Context: an optimization exercise on an open-source flow, tuned for small area, a short achievable clock period and few clock cycles per item. The choices shown serve that exercise and are no tape-out recipe. RTL that was checked went through simulation tests only; none was proved equivalent to the original. The RTL of run 1 was laid out without a check of its function. Power is estimated from default activity; no workload was simulated.

--- flow/config.mk ---
export PLATFORM = sky130hd
export DESIGN_NAME = row_mean_std_dev
export DESIGN_NICKNAME = row_mean_std_dev
export VERILOG_FILES = /design/flow/design.v
export SDC_FILE = /design/flow/constraint.sdc
export NUM_CORES = 4
export LEC_CHECK = 0
export CAP_MARGIN = 20
export CORE_MARGIN = 2
export CORE_UTILIZATION = 40
export PLACE_DENSITY = 0.6
export SLEW_MARGIN = 20
--- flow/constraint.sdc ---
create_clock -name core_clock -period 11.0 [get_ports {clk}]
set_input_delay 2.2000 -clock core_clock [delete_from_list [all_inputs] [get_ports {clk}]]
set_output_delay 2.2000 -clock core_clock [all_outputs]
set_load 0.01 [all_outputs]
--- flow/design.v ---
`default_nettype none
module row_mean_std_dev (
  input  wire logic        clk,
  input  wire logic        rst_n,
  input  wire logic        cfg_valid,
  output logic             cfg_ready,
  input  wire logic [12:0] cfg_row_length,
  input  wire logic        in_valid,
  output logic             in_stall,
  input  wire logic [15:0] in_sample,
  output logic             out_valid,
  input  wire logic        out_stall,
  output logic [31:0]      out_row_mean,
  output logic [30:0]      out_row_std_dev
);
  localparam logic [1:0] A_IDLE = 2'd0, A_WAIT = 2'd1, A_RUN = 2'd2, A_DONE = 2'd3;
  localparam logic [1:0] B_IDLE = 2'd0, B_RUN = 2'd1, B_OUT = 2'd2;
  logic rst;
  assign rst = !rst_n;
  assign cfg_ready = 1'b1;
  logic [12:0] len_r;     
  logic [12:0] np_r;      
  logic        ends;
  logic        a_free;
  logic        accept;
  logic        row_end;
  logic [15:0] x_r;       
  logic [31:0] sq_r;      
  logic [27:0] s_acc_r;
  logic [43:0] q_acc_r;
  logic        e1_r;      
  logic        cs_r;      
  logic        cq_r;      
  assign ends     = (np_r >= len_r) || (len_r[12] && np_r[12]);
  assign in_stall = ends && !a_free;
  assign accept   = in_valid && !in_stall && rst_n;
  assign row_end  = accept && ends;
  always_ff @(posedge clk) begin
    if (rst) begin
      len_r <= 13'd1024;
      np_r  <= 13'd1;
    end else begin
      if (cfg_valid) len_r <= cfg_row_length;
      if (accept) np_r <= ends ? 13'd1 : np_r + 13'd1;
    end
  end
  always_ff @(posedge clk) begin
    x_r     <= accept ? in_sample : 16'd0;
    sq_r    <= x_r * x_r;
    s_acc_r <= (cs_r ? 28'd0 : s_acc_r) + 28'(x_r);
    q_acc_r <= (cq_r ? 44'd0 : q_acc_r) + 44'(sq_r);
    e1_r    <= row_end;
    cs_r    <= rst || e1_r;
    cq_r    <= cs_r;
  end
  logic [1:0]  a_st_r;
  logic [5:0]  a_k_r;
  logic [12:0] a_n_r;
  logic [27:0] a_s_r;
  logic [53:0] a_q_r;
  logic [53:0] a_acc_r;
  logic        a_ph1;
  logic        a_bit;
  logic [53:0] a_base;
  logic [53:0] a_add;
  logic [53:0] a_sum;
  logic        b_take;
  logic [1:0]  b_st_r;
  assign a_free = (a_st_r == A_IDLE) || (a_st_r == A_DONE && b_st_r == B_IDLE);
  assign b_take = (a_st_r == A_DONE) && (b_st_r == B_IDLE);
  assign a_ph1  = (a_k_r < 6'd28);
  assign a_bit  = a_ph1 ? a_s_r[5'd27 - a_k_r[4:0]] : a_n_r[4'(a_k_r - 6'd28)];
  assign a_base = a_ph1 ? {a_acc_r[52:0], 1'b0} : a_acc_r;
  assign a_add  = !a_bit ? 54'd0 : (a_ph1 ? ~{26'd0, a_s_r} : a_q_r);
  assign a_sum  = a_base + a_add + {53'd0, a_ph1 && a_bit};
  always_ff @(posedge clk) begin
    if (rst) begin
      a_st_r <= A_IDLE;
    end else begin
      case (a_st_r)
        A_IDLE: if (row_end) a_st_r <= A_WAIT;
        A_WAIT: if (cs_r) a_st_r <= A_RUN;
        A_RUN:  if (a_k_r == 6'd40) a_st_r <= A_DONE;
        A_DONE: if (b_take) a_st_r <= row_end ? A_WAIT : A_IDLE;
        default: a_st_r <= A_IDLE;
      endcase
    end
  end
  always_ff @(posedge clk) begin
    if (row_end) a_n_r <= np_r;
    if (a_st_r == A_WAIT) begin
      a_s_r   <= s_acc_r;
      a_acc_r <= 54'd0;
      a_k_r   <= 6'd0;
    end else if (a_st_r == A_RUN) begin
      a_acc_r <= a_sum;
      a_k_r   <= a_k_r + 6'd1;
    end
    if (cq_r) a_q_r <= 54'(q_acc_r);
    else if (a_st_r == A_RUN && !a_ph1) a_q_r <= {a_q_r[52:0], 1'b0};
  end
  logic [5:0]  b_k_r;
  logic [12:0] b_n_r;
  logic [11:0] b_rm_r;    
  logic [31:0] b_mq_r;    
  logic [53:0] b_rad_r;   
  logic [43:0] b_rem_r;   
  logic [42:0] b_root_r;
  logic [11:0] b_rs_r;    
  logic [30:0] b_sq_r;    
  logic [45:0] r_sh;
  logic [44:0] r_trial;
  logic [45:0] r_diff;
  logic        r_ge;
  logic [12:0] m_sh;
  logic [13:0] m_diff;
  logic        m_ge;
  logic [12:0] d_sh;
  logic [13:0] d_diff;
  logic        d_ge;
  assign r_sh    = {b_rem_r, b_rad_r[53:52]};
  assign r_trial = {b_root_r[42:0], 2'b01};
  assign r_diff  = r_sh - 46'(r_trial);
  assign r_ge    = !r_diff[45];
  assign m_sh    = {b_rm_r, b_mq_r[31]};
  assign m_diff  = {1'b0, m_sh} - {1'b0, b_n_r};
  assign m_ge    = !m_diff[13];
  assign d_sh    = {b_rs_r, b_root_r[0]};
  assign d_diff  = {1'b0, d_sh} - {1'b0, b_n_r};
  assign d_ge    = !d_diff[13];
  always_ff @(posedge clk) begin
    if (rst) begin
      b_st_r <= B_IDLE;
    end else begin
      case (b_st_r)
        B_IDLE: if (b_take) b_st_r <= B_RUN;
        B_RUN:  if (b_k_r == 6'd43) b_st_r <= B_OUT;
        B_OUT:  if (!out_stall) b_st_r <= B_IDLE;
        default: b_st_r <= B_IDLE;
      endcase
    end
  end
  always_ff @(posedge clk) begin
    if (b_take) begin
      b_k_r    <= 6'd0;
      b_n_r    <= a_n_r;
      b_rm_r   <= a_s_r[27:16];
      b_mq_r   <= {a_s_r[15:0], 16'd0};
      b_rad_r  <= a_acc_r;
      b_rem_r  <= 44'd0;
      b_root_r <= 43'd0;
      b_rs_r   <= 12'd0;
    end else if (b_st_r == B_RUN) begin
      b_k_r    <= b_k_r + 6'd1;
      b_rad_r  <= {b_rad_r[51:0], 2'b00};
      b_rem_r  <= r_ge ? r_diff[43:0] : r_sh[43:0];
      b_root_r <= {b_root_r[41:0], r_ge};
      b_rs_r   <= d_ge ? d_diff[11:0] : d_sh[11:0];
      b_sq_r   <= {b_sq_r[29:0], d_ge};
      if (b_k_r < 6'd32) begin
        b_rm_r <= m_ge ? m_diff[11:0] : m_sh[11:0];
        b_mq_r <= {b_mq_r[30:0], m_ge};
      end
    end
  end
  assign out_valid       = (b_st_r == B_OUT);
  assign out_row_mean    = b_mq_r;
  assign out_row_std_dev = b_sq_r;
endmodule
`default_nettype wire
--- flow/run.sh ---
#!/bin/bash
# synth_recipe.tcl (not shown) runs the flow's synth.tcl, then flattens the netlist and writes it again
# the make line also repeats each setting of config.mk as NAME=value (left out here)
make -C /OpenROAD-flow-scripts/flow DESIGN_CONFIG=/design/flow/config.mk WORK_HOME=/design/flow/orfs CLKGATE_MAP_FILE= SYNTH_SCRIPT=/design/flow/synth_recipe.tcl finish
==> results.sh, run 1 <==
export IMPL_hold_path_class="reg -> reg"
export IMPL_die_area_um2=96500
export IMPL_synth_seq_cells=554
export IMPL_critical_path_slowest_cell="dfxtp_1"
export IMPL_multi_input_area_um2=22300
export IMPL_worstSetupStartpointType="register"
export IMPL_die_w_um=311
export IMPL_port_buffers=98
export IMPL_hold_ws_ps=407
export IMPL_hold_viol=0
export IMPL_routed_via_count=28671
export IMPL_yosysWarnings=1
export IMPL_yosysSeqAreaShare=0.351
export IMPL_gp_congestion=0.896
export IMPL_dieHeight_um=311
export IMPL_cts_tree="built"
export IMPL_grt_busiest_layer="met2"
export IMPL_grt_pass1_vias=27854
export IMPL_ant_nets=0
export IMPL_io_pins=100
export IMPL_rows=112
export IMPL_grt_usage=0.189
export IMPL_clk_path_buf_depth=3
export IMPL_slew_headroom=0.264
export IMPL_vdd_ir_drop_max_uv=103
export IMPL_post_route_min_period_ps=7330
export IMPL_synth_top_area_frac=0.183
export IMPL_stdcell_count=5486
export IMPL_viasPerCell=5.23
export IMPL_dp_cells=5362
export IMPL_postCtsHoldBufs=0
export IMPL_cts_setup_buffers=0
export IMPL_synth_cell_types=95
export IMPL_async_flop_share=0
export IMPL_core_um2=93200
export IMPL_avgSynthCellArea_um2=9.05
export IMPL_place_hpwl_mm=67.9
export IMPL_clk_pin_slew_ps=60
export IMPL_grt_max_degree=85
export IMPL_drt_iter0_drc=1949
export IMPL_fin_tns_setup_ps=0
export IMPL_fin_worst_skew_ps=34.0
export IMPL_tightestPinTransition_ps=1100
export IMPL_first_pass_iters=7
export IMPL_tritoncts_num_buffers=68
export IMPL_arrival_ps=7830
export IMPL_power_leakage_uw=0.0190
export IMPL_critPathMaxFanout=15
export IMPL_grt_use_met1=0.272
export IMPL_setup_violations=0
export IMPL_cts_sinks=554
export IMPL_use_met2=0.296
export IMPL_maxCapViolations=0
export IMPL_netlist_area_um2=37600
export IMPL_syn_inst=4154
export IMPL_synthTopCellsByArea="dfxtp_1 (18%), edfxtp_1 (17%), ha_1 (9.8%), fa_1 (9.0%), nand2_1 (5.7%)"
export IMPL_regArea_um2=13200
export IMPL_insertion_delay_ps=630
export IMPL_rsz0062_at_grt="false"
export IMPL_clock_root_buffer="clkbuf_16"
export IMPL_critPathBufInv=7
export IMPL_grt_pass1_wl_mm=150
export IMPL_finalCritPeriodShare=0.666
export IMPL_p_per_area_nw_per_um2=136
export IMPL_wirelength_mm=91.7
export IMPL_crit_path_max_incr_delay_ps=700
export IMPL_synth_flop_cell="dfxtp_1"
export IMPL_end_kind="register"
export IMPL_r2r_slack_ps=3670
export IMPL_nets=4676
export IMPL_remaining_drc_errors=0
export IMPL_cp_required_ps=11510
export IMPL_ctsResizeCount=0
export IMPL_path_delay_family="adder cells"
export IMPL_slew_viol_final=0
export IMPL_final_common_cell="nand2_1"
export IMPL_grt_antenna_before_repair=0
export IMPL_diodes=0
export IMPL_status="no timing/DRC/antenna violations"
export IMPL_synth_edf_count=211
export IMPL_critical_path_class="reg -> reg"
export IMPL_synth_top_area_cell="dfxtp_1"
export IMPL_fillCellCount=9045
export IMPL_final_cell_mix="nand2_1 (574), inv_1 (402), dfxtp_1 (342)"
export IMPL_drive_gt1_frac=0.0595
export IMPL_overflow=0
export IMPL_grt_use_met3=0.0259
export IMPL_start_util=0.404
export IMPL_wl_per_cell_um=16.7
export IMPL_area_growth_pct=11.8
export IMPL_fmax_ghz=0.137
export IMPL_htreeDepth=3
## Yosys cell counts (8+ instances only)
cell type / n
fa_1: 169
mux2_2: 50
o21bai_1: 18
nand3b_1: 8
nor3b_1: 8
mux2i_1: 95
buf_1: 13
a211o_1: 11
inv_1: 403
nand2b_1: 43
edfxtp_1: 211
a31o_2: 11
clkbuf_1: 141
nor2_1: 313
ha_1: 295
nand4_1: 31
nor2b_1: 78
a21o_1: 103
nor3_1: 34
dfxtp_1: 343
a21boi_0: 12
or3_1: 19
xnor2_1: 131
o211ai_1: 19
buf_2: 8
or4_1: 11
a22o_1: 34
mux4_2: 11
and2_1: 79
and3_1: 33
a21oi_1: 218
o22ai_1: 14
o21ai_1: 9
nand2_1: 575
nand3_1: 108
a211oi_1: 24
nor4_1: 8
or2_2: 9
a31oi_1: 29
o31ai_1: 16
o21ai_0: 201
o21a_1: 29
xor2_1: 61
## final cells by class
cell class              count  share of cell area
flip-flops and latches    554               0.314
repair buffers            123              0.0278
clock inverters            33             0.00919
inverters                 407              0.0364
well taps                1254              0.0373
clock buffers              91              0.0454
multi-input cells        3024               0.530
## state kept, by name, summed over array words and instances, names as in the netlist, 16 cells and up
signal    flops
b_mq_r       32
x_r          16
b_rem_r      44
q_acc_r      44
a_s_r        28
b_rad_r      54
sq_r         31
b_root_r     43
s_acc_r      28
b_sq_r       31
a_q_r        54
a_acc_r      54
## report_power, final
part	switching [µW]	leakage [µW]	internal, µW
Clock	919	0.00111	1390
Sequential	106	0.00476	2260
Combinational	590	0.0131	466
Total	1620	0.0190	4110
## routing by layer
layer	vias up	wire, µm
met4	0	2200
met3	130	4440
met5	-	0
met1	13638	44600
li1	14292	-
met2	611	40400
## logic make-up (layout without fill, tap and decap cells)
| family | Yosys count | count (layout) | share of synthesized area |
|---|---|---|---|
| and+or+nand+nor | 1379 | 1379 | 0.168 |
| AOI/OAI and AO/OA | 832 | 832 | 0.143 |
| buffers and inverters | 576 | 654 | 0.0587 |
| DFF | 554 | 554 | 0.351 |
| adders and majority gates | 464 | 464 | 0.188 |
| xor gates and xnor gates | 192 | 192 | 0.0447 |
| muxes | 156 | 156 | 0.0468 |
| other | 1 | 1 | 0.0000997 |
## final timing paths
kind / start / to / cells after the start
worst max register to register: x_r[1]$_SDFF_PN0_ / sq_r[31]$_DFF_P_ / 25
worst max-delay path: x_r[1]$_SDFF_PN0_ / sq_r[31]$_DFF_P_ / 25
worst min register to register: e1_r$_DFF_P_ / cs_r$_DFF_P_ / 1
worst min-delay path: e1_r$_DFF_P_ / cs_r$_DFF_P_ / 1
## metrics by stage
step	util	area, µm²	worst slack, ps	power (µW)
global route	0.451	42100	3260	6010
CTS	0.451	42100	3630	5780
finish	0.451	42100	3670	5730
detailed placement	0.427	39800	3660	3450
floorplan	-	37600	4380	3200
global placement	0.427	39800	3670	3440
==> run 2: changes to the inputs <==
--- a/flow/design.v
+++ b/flow/design.v
@@ -25,7 +25,8 @@
   logic        accept;
   logic        row_end;
   logic [15:0] x_r;       
-  logic [31:0] sq_r;      
+  logic [31:0] pp_r;      
+  logic [15:0] pm_r;      
   logic [27:0] s_acc_r;
   logic [43:0] q_acc_r;
   logic        e1_r;      
@@ -46,9 +47,10 @@
   end
   always_ff @(posedge clk) begin
     x_r     <= accept ? in_sample : 16'd0;
-    sq_r    <= x_r * x_r;
-    s_acc_r <= (cs_r ? 28'd0 : s_acc_r) + 28'(x_r);
-    q_acc_r <= (cq_r ? 44'd0 : q_acc_r) + 44'(sq_r);
+    pp_r    <= {16'(x_r[15:8] * x_r[15:8]), 16'(x_r[7:0] * x_r[7:0])};
+    pm_r    <= x_r[15:8] * x_r[7:0];
+    s_acc_r <= (cs_r ? 28'd0 : s_acc_r) + {12'd0, x_r};
+    q_acc_r <= (cq_r ? 44'd0 : q_acc_r) + {12'd0, pp_r} + {19'd0, pm_r, 9'd0};
     e1_r    <= row_end;
     cs_r    <= rst || e1_r;
     cq_r    <= cs_r;
@@ -68,8 +70,9 @@
   logic [1:0]  b_st_r;
   assign a_free = (a_st_r == A_IDLE) || (a_st_r == A_DONE && b_st_r == B_IDLE);
   assign b_take = (a_st_r == A_DONE) && (b_st_r == B_IDLE);
-  assign a_ph1  = (a_k_r < 6'd28);
-  assign a_bit  = a_ph1 ? a_s_r[5'd27 - a_k_r[4:0]] : a_n_r[4'(a_k_r - 6'd28)];
+  logic a_ph1_r, a_bit_r;
+  assign a_ph1  = a_ph1_r;
+  assign a_bit  = a_bit_r;
   assign a_base = a_ph1 ? {a_acc_r[52:0], 1'b0} : a_acc_r;
   assign a_add  = !a_bit ? 54'd0 : (a_ph1 ? ~{26'd0, a_s_r} : a_q_r);
   assign a_sum  = a_base + a_add + {53'd0, a_ph1 && a_bit};
@@ -92,9 +95,13 @@
       a_s_r   <= s_acc_r;
       a_acc_r <= 54'd0;
       a_k_r   <= 6'd0;
+      a_ph1_r <= 1'b1;
+      a_bit_r <= s_acc_r[27];
     end else if (a_st_r == A_RUN) begin
       a_acc_r <= a_sum;
       a_k_r   <= a_k_r + 6'd1;
+      a_ph1_r <= (a_k_r < 6'd27);
+      a_bit_r <= (a_k_r < 6'd27) ? a_s_r[5'd26 - a_k_r[4:0]] : a_n_r[4'(a_k_r - 6'd27)];
     end
     if (cq_r) a_q_r <= 54'(q_acc_r);
     else if (a_st_r == A_RUN && !a_ph1) a_q_r <= {a_q_r[52:0], 1'b0};
==> flow/flow/run.sh (new file) <==
#!/bin/bash
set -euo pipefail
bash standard.sh SETUP_SLACK_MARGIN=7.5 finish > flow_make.log 2>&1
==> flow/standard.sh (new file) <==
#!/bin/bash
# synth_recipe.tcl (not shown) runs the flow's synth.tcl, then flattens the netlist and writes it again
# the make line also repeats each setting of config.mk as NAME=value (left out here)
make -C /OpenROAD-flow-scripts/flow DESIGN_CONFIG=/design/flow/config.mk WORK_HOME=/design/flow/orfs CLKGATE_MAP_FILE= SYNTH_SCRIPT=/design/flow/synth_recipe.tcl "${@:-finish}"
removed: flow/run.sh
==> run 2 against run 1 <==
Compared with the run above: worst hold slack improved by 7.0 ps; synthesized area fell by 3.5%; sequential share of layout area fell by 1.3 points; sequential power rose by 8%; non-clock buffer count rose by 218.
==> results.sh, run 2 <==
export IMPL_status="no timing/DRC/antenna violations"
export IMPL_nets=4489
export IMPL_multi_input_area_um2=23300
export IMPL_grt_pass1_vias=27303
export IMPL_clock_root_buffer="clkbuf_16"
export IMPL_endpoint="in_stall"
export IMPL_synth_edf_count=212
export IMPL_synth_top_area_frac=0.198
export IMPL_fin_tns_setup_ps=0
export IMPL_htreeDepth=3
export IMPL_reg2reg_from="x_r[3]$_SDFF_PP0_"
export IMPL_p_seq_frac=0.310
export IMPL_synth_top_area_cell="dfxtp_1"
export IMPL_async_flop_share=0
export IMPL_grt_pass1_wl_mm=143
export IMPL_postLayoutCellArea_um2=45300
export IMPL_slew_headroom=0.445
export IMPL_synth_flop_cell="dfxtp_1"
export IMPL_remaining_drc_errors=0
export IMPL_reg_top3="a_acc_r x54, a_q_r x54, b_rad_r x54"
export IMPL_final_cell_mix="nand2_1 (406), dfxtp_1 (333), inv_1 (254)"
export IMPL_fillCellCount=8178
export IMPL_synthTopCellsByArea="dfxtp_1 (20%), edfxtp_1 (18%), ha_1 (10%), fa_1 (5.9%), nand2_1 (4.3%)"
export IMPL_core_um2=90000
export IMPL_hold_viol=0
export IMPL_critPathMaxFanout=2
export IMPL_regArea_um2=13600
export IMPL_avgSynthCellArea_um2=9.55
export IMPL_wl_per_cell_um=17.0
export IMPL_postCtsHoldBufs=0
export IMPL_grt_antenna_before_repair=1
export IMPL_rsz0062_at_grt="true"
export IMPL_yosysMostFrequentCell="nand2_1"
export IMPL_slew_viol_final=0
export IMPL_cts_sinks=571
export IMPL_hold_path_class="reg -> reg"
export IMPL_insertion_delay_ps=640
export IMPL_io_pins=100
export IMPL_drt_iter0_drc=1660
export IMPL_end_kind="output pin"
export IMPL_worstSetupStartpointType="register"
export IMPL_cp_required_ps=8800
export IMPL_rr_worst_depth=17
export IMPL_rows=110
export IMPL_final_common_cell="nand2_1"
export IMPL_critical_path_class="reg -> out"
export IMPL_p_int_uw=5460
export IMPL_clk_pin_slew_ps=60
export IMPL_p_per_area_nw_per_um2=182
export IMPL_ant_nets=0
export IMPL_placed_cell_area_um2=38800
export IMPL_timing_rr_end="pp_r[15]$_DFF_P_"
export IMPL_wirelength_mm=90.0
export IMPL_tightestPinTransition_ps=830
export IMPL_tritoncts_num_buffers=71
export IMPL_fin_worst_skew_ps=42.1
export IMPL_area_growth_pct=24.8
export IMPL_grt_max_degree=77
export IMPL_power_switching_uw=2780
export IMPL_start_util=0.403
export IMPL_switching_share=0.337
export IMPL_cts_tree="built"
export IMPL_vdd_ir_drop_max_uv=127
export IMPL_yosysWarnings=1
export IMPL_finalCritPeriodShare=0.440
export IMPL_viasPerCell=5.24
export IMPL_netlist_area_um2=36300
export IMPL_fmax_ghz=0.207
export IMPL_overflow=0
export IMPL_dieHeight_um=305
export IMPL_clk_path_buf_depth=3
export IMPL_drive_gt1_frac=0.222
export IMPL_synth_cell_types=89
export IMPL_whs_path_depth=1
export IMPL_routed_via_count=27680
export IMPL_gp_congestion=0.848
export IMPL_place_hpwl_mm=59.4
export IMPL_syn_inst=3797
export IMPL_synth_seq_cells=571
export IMPL_setup_violations=0
export IMPL_yosysSeqAreaShare=0.374
export IMPL_clkPwrFrac=0.288
export IMPL_arrival_ps=2640
export IMPL_power_leakage_uw=0.0197
export IMPL_post_route_min_period_ps=4840
export IMPL_port_buffers=98
export IMPL_grt_usage=0.186
export IMPL_worstSetupStartpoint="np_r[0]$_SDFFE_PN1N_"
export IMPL_pwr_share_comb=0.402
export IMPL_die_w_um=305
export IMPL_first_pass_iters=5
export IMPL_maxCapViolations=0
export IMPL_r2r_slack_ps=6640
export IMPL_netlist_top_cells_count="nand2_1 (419), dfxtp_1 (359), ha_1 (302)"
export IMPL_die_area_um2=93100
## run 2: cell types whose count changed after synthesis, moves of 32 or more
| cell | delta |
|---|---|
| inv_1 | -110 |
| mux2_2 | +56 |
| nand2_1 | -156 |
| fa_1 | -62 |
| nor2_1 | -87 |
| a21oi_1 | -37 |
| and2_1 | +32 |
## run 2: logic make-up (layout without fill, tap and decap cells)
group / after synthesis / after routing / synth area share
xor gates and xnor gates: 217 / 217 / 0.0524
adders and majority gates: 409 / 409 / 0.163
muxes: 225 / 225 / 0.0699
and+or+nand+nor: 1111 / 1111 / 0.145
buffers and inverters: 460 / 767 / 0.0479
other: 2 / 4 / 0.000207
AOI/OAI and AO/OA: 802 / 802 / 0.147
DFF: 571 / 571 / 0.374
## run 2: how the worst min path moves through the flow
| stage | from | end | slack (ps) |
|---|---|---|---|
| 3_5_place_dp | e1_r$_DFF_P_ | cs_r$_DFF_P_ | 400 |
| 2_1_floorplan | e1_r$_DFF_P_ | cs_r$_DFF_P_ | 390 |
| 5_1_grt | s_acc_r[15]$_DFF_P_ | a_s_r[15]$_DFFE_PP_ | 430 |
| 6_report | e1_r$_DFF_P_ | cs_r$_DFF_P_ | 410 |
| 4_1_cts | e1_r$_DFF_P_ | cs_r$_DFF_P_ | 410 |
| 3_3_place_gp | e1_r$_DFF_P_ | cs_r$_DFF_P_ | 390 |
## run 2: timing repair
item                                    4_1_cts  5_1_grt
gates resized for setup                     394      254
buffers inserted                            145       65
cloned                                        7        6
pin swaps                                   108      138
endpoints found under the setup margin      223      148
## run 2: critical path, stage by stage, from the launching register on
cell	delay [ps]
dfxtp_4	340
inv_1	40
ha_1	250
nand2b_1	140
a21o_1	150
a21o_1	160
a21oi_2	140
o31ai_1	80
a31o_2	230
a211oi_4	280
nor2_4	70
buf_6	140
## run 2: per-stage QoR
stage	setup WS, ps	utilization	power [µW]	hold slack (ps)	cells
floorplan	6780	-	4570	386	3798
global placement	6010	0.431	5050	394	4926
detailed placement	6030	0.431	5060	401	4926
CTS	6110	0.485	7850	414	5210
global route	6040	0.503	8660	435	5281
finish	6160	0.503	8230	414	5282
## run 2: per-layer routing
metal	vias up	wire, µm	GRT usage	part of all wire
met5	-	0	0	0
met4	0	2360	0.0528	0.026
met3	126	3140	0.0238	0.035
met2	471	42300	0.312	0.47
met1	13332	42200	0.253	0.47
li1	13751	-	-	-
## run 2: area by class of cell
type / instances / share of cell area
Multi-Input combinational cell: 2767 / 0.514
Inverter: 294 / 0.0249
Timing Repair Buffer: 341 / 0.0742
Sequential cell: 571 / 0.301
Antenna cell: 1 / 0.0000553
Clock buffer: 88 / 0.0439
Clock inverter: 44 / 0.00951
Tap cell: 1176 / 0.0325
## run 2: power groups by stage
stage	Sequential [µW]	Clock [µW]	Combinational (µW)
2_1_floorplan	2500	0	2080
3_3_place_gp	2630	0	2420
3_5_place_dp	2630	0	2430
4_1_cts	2540	2430	2880
5_1_grt	2570	2510	3580
6_report	2550	2370	3310
Testbench counts of run 2, summed over its fixed seeds: cycles 76,293, rows 640.
==> run 3: changes to the inputs <==
==> flow/run.sh (new file) <==
#!/bin/bash
# synth_recipe.tcl (not shown) runs the flow's synth.tcl, then flattens the netlist and writes it again
# the make line also repeats each setting of config.mk as NAME=value (left out here)
make -C /OpenROAD-flow-scripts/flow DESIGN_CONFIG=/design/flow/config.mk WORK_HOME=/design/flow/orfs CLKGATE_MAP_FILE= SYNTH_SCRIPT=/design/flow/synth_recipe.tcl finish
removed: flow/flow/run.sh
removed: flow/standard.sh
==> run 3 against run 2 <==
Compared with the run above: final cell count fell by 4.3%; combinational power fell by 27%; global-route usage down 1.1 points; clock power decreased by 2%.
==> results.sh, run 3 <==
export IMPL_yosysMostFrequentCell="nand2_1"
export IMPL_cts_tree="built"
export IMPL_wl_per_cell_um=15.9
export IMPL_critical_path_class="reg -> out"
export IMPL_synth_top_area_cell="dfxtp_1"
export IMPL_port_buffers=98
export IMPL_synth_top_area_frac=0.198
export IMPL_hold_ws_ps=413
export IMPL_post_route_min_period_ps=5720
export IMPL_gp_congestion=0.863
export IMPL_ctsResizeCount=0
export IMPL_maxCapViolations=0
export IMPL_synth_compound_area_share=0.147
export IMPL_slew_viol_final=0
export IMPL_synth_top_family_by_area="adder cells"
export IMPL_ant_nets=0
export IMPL_arrival_ps=3520
export IMPL_grt_antenna_before_repair=0
export IMPL_synthTopCellsByArea="dfxtp_1 (20%), edfxtp_1 (18%), ha_1 (10%), fa_1 (5.9%), nand2_1 (4.3%)"
export IMPL_clk_path_buf_depth=3
export IMPL_vdd_ir_drop_max_uv=182
export IMPL_grt_pass1_wl_mm=135
export IMPL_fin_tns_setup_ps=0
export IMPL_status="no timing/DRC/antenna violations"
export IMPL_yosysWarnings=1
export IMPL_async_flop_share=0
export IMPL_postCtsHoldBufs=0
export IMPL_slew_headroom=0.363
export IMPL_grt_usage=0.176
export IMPL_synth_adder_area_share=0.163
export IMPL_reg_top3="a_acc_r x54, a_q_r x54, b_rad_r x54"
export IMPL_nets=4264
export IMPL_insertion_delay_ps=630
export IMPL_finalCritPeriodShare=0.520
export IMPL_critPathMaxFanout=17
export IMPL_netlist_area_um2=36300
export IMPL_hold_viol=0
export IMPL_area_growth_pct=12.1
export IMPL_cts_sinks=571
export IMPL_htreeDepth=3
export IMPL_rows=110
export IMPL_use_met2=0.285
export IMPL_wirelength_mm=80.3
export IMPL_rr_worst_depth=13
export IMPL_syn_inst=3797
export IMPL_tightestPinTransition_ps=956
export IMPL_die_w_um=305
export IMPL_cp_required_ps=8800
export IMPL_grt_busiest_layer="met2"
export IMPL_synth_seq_cells=571
export IMPL_p_per_area_nw_per_um2=179
export IMPL_netlist_top_cells_count="nand2_1 (419), dfxtp_1 (359), ha_1 (302)"
export IMPL_viasPerCell=5.15
export IMPL_whs_path_depth=1
export IMPL_rsz0062_at_grt="false"
export IMPL_place_hpwl_mm=59.0
export IMPL_io_pins=100
export IMPL_yosysSeqAreaShare=0.374
export IMPL_power_leakage_uw=0.0180
export IMPL_routed_via_count=26037
export IMPL_synth_flop_cell="dfxtp_1"
export IMPL_synth_simple_area_share=0.145
export IMPL_clock_root_buffer="clkbuf_16"
export IMPL_worstSetupStartpointType="register"
export IMPL_synth_area_mux_share=0.0699
export IMPL_hold_path_class="reg -> reg"
export IMPL_setup_violations=0
export IMPL_clk_pin_slew_ps=60
export IMPL_core_um2=90000
export IMPL_drt_iter0_drc=1435
export IMPL_grt_use_met1=0.247
export IMPL_avgSynthCellArea_um2=9.55
export IMPL_grt_use_met3=0.0229
export IMPL_diodes=0
export IMPL_dieHeight_um=305
export IMPL_end_kind="output pin"
export IMPL_synth_cell_types=89
export IMPL_grt_pass1_vias=25919
export IMPL_final_common_cell="nand2_1"
export IMPL_die_area_um2=93100
export IMPL_start_util=0.403
export IMPL_cts_setup_buffers=0
export IMPL_tritoncts_num_buffers=70
export IMPL_fmax_ghz=0.175
export IMPL_grt_max_degree=92
export IMPL_synthXorXnorAreaFrac=0.0524
export IMPL_first_pass_iters=6
export IMPL_remaining_drc_errors=0
export IMPL_final_cell_mix="nand2_1 (418), dfxtp_1 (357), ha_1 (300)"
export IMPL_drive_gt1_frac=0.0740
export IMPL_fin_worst_skew_ps=16.0
export IMPL_overflow=0
export IMPL_synth_edf_count=212
export IMPL_p_total_uw=7290
-- run 3: metrics by stage --
stage	utilization	worst slack [ps]	instance area, µm²	std cells
after floorplan	-	6260	36300	3798
after global placement	0.426	5890	38300	4924
after detailed placement	0.426	5810	38300	4924
after CTS	0.452	5290	40700	5053
after global routing	0.452	5120	40700	5054
final	0.452	5280	40700	5054
-- run 3: cells by family after synthesis --
family / count (synthesis)
AOI/OAI and AO/OA: 802
xor gates and xnor gates: 217
adders and majority gates: 409
buffers and inverters: 460
DFF: 571
muxes: 225
other: 2
and+or+nand+nor: 1111
-- run 3: path summary, 6_finish.rpt --
check / to / slack (ps) / from
setup reg to reg: a_acc_r[51]$_SDFFE_PP0N_ / 5800 / a_ph1_r$_SDFFE_PP1N_
setup / recovery: in_stall / 5280 / np_r[0]$_SDFFE_PN1N_
hold / removal: cs_r$_DFF_P_ / 410 / e1_r$_DFF_P_
hold reg to reg: cs_r$_DFF_P_ / 410 / e1_r$_DFF_P_
-- run 3: cell type report --
cell class | instances | area [µm²]
sequential | 571 | 13600
multi-input combinational | 2767 | 21100
inverter | 294 | 1100
clock buffer | 97 | 1970
tap | 1176 | 1470
fill | 8662 | 49300
clock inverter | 32 | 364
timing repair buffer | 117 | 1130
-- run 3: critical path, cell delays in order, from the launching register on --
cell,delay [ps]
dfxtp_1,440
inv_1,70
ha_1,260
nand2b_1,140
a21o_1,170
a21o_1,160
a21oi_1,150
o31ai_1,100
a31o_2,240
a211oi_1,250
buf_4,270
nor2_1,130
clkdlybuf4s50_1,520
-- run 3: power breakdown --
part / internal, µW / leakage [µW] / total (µW) / switching, µW
Combinational: 1120 / 0.0120 / 2410 / 1300
Clock: 1380 / 0.00114 / 2320 / 932
Sequential: 2370 / 0.00489 / 2560 / 193
Total: 4870 / 0.0180 / 7290 / 2420
-- run 3: per-layer routing --
metal  routed length, µm  vias up  share of wire
met5                   0        -              0
met2               36100      331           0.45
met1               40000    12340           0.50
li1                    -    13271              -
met4                1640        0          0.020
met3                2530       95          0.032

static timing again, ports no longer ideal:
In the flow no input, the clock included, has a driving cell. The finished layouts below were timed again as built, in two steps.
Step 1 (the two cells are an assumption about what drives the block):
set clk [get_ports {clk}]
set_driving_cell -lib_cell sky130_fd_sc_hd__clkbuf_16 $clk
set_driving_cell -lib_cell sky130_fd_sc_hd__buf_2 [delete_from_list [all_inputs] $clk]
Step 2, shift: input delay + t, output delay - t, t = (earliest + latest rising clock arrival at the registers) / 2. This alone moves slack from input paths to output paths.
a / b / c = no drivers / after step 1 / after step 2; a / b = the first two.
run | shift t [ns] | setup slack, ns | worst setup path after step 2 | slew at the worst register clock pin (ns) | pins driven straight from the clock port
run 1 | 0.677 | 3.675 / 3.675 / 3.675 | register to register | 0.07 / 0.07 | 1
run 2 | 0.675 | 6.165 / 6.105 / 6.641 | register to register | 0.06 / 0.06 | 1
run 3 | 0.678 | 5.283 / 5.220 / 5.802 | register to register | 0.06 / 0.06 | 1
After both steps setup and hold are still met in every run listed.
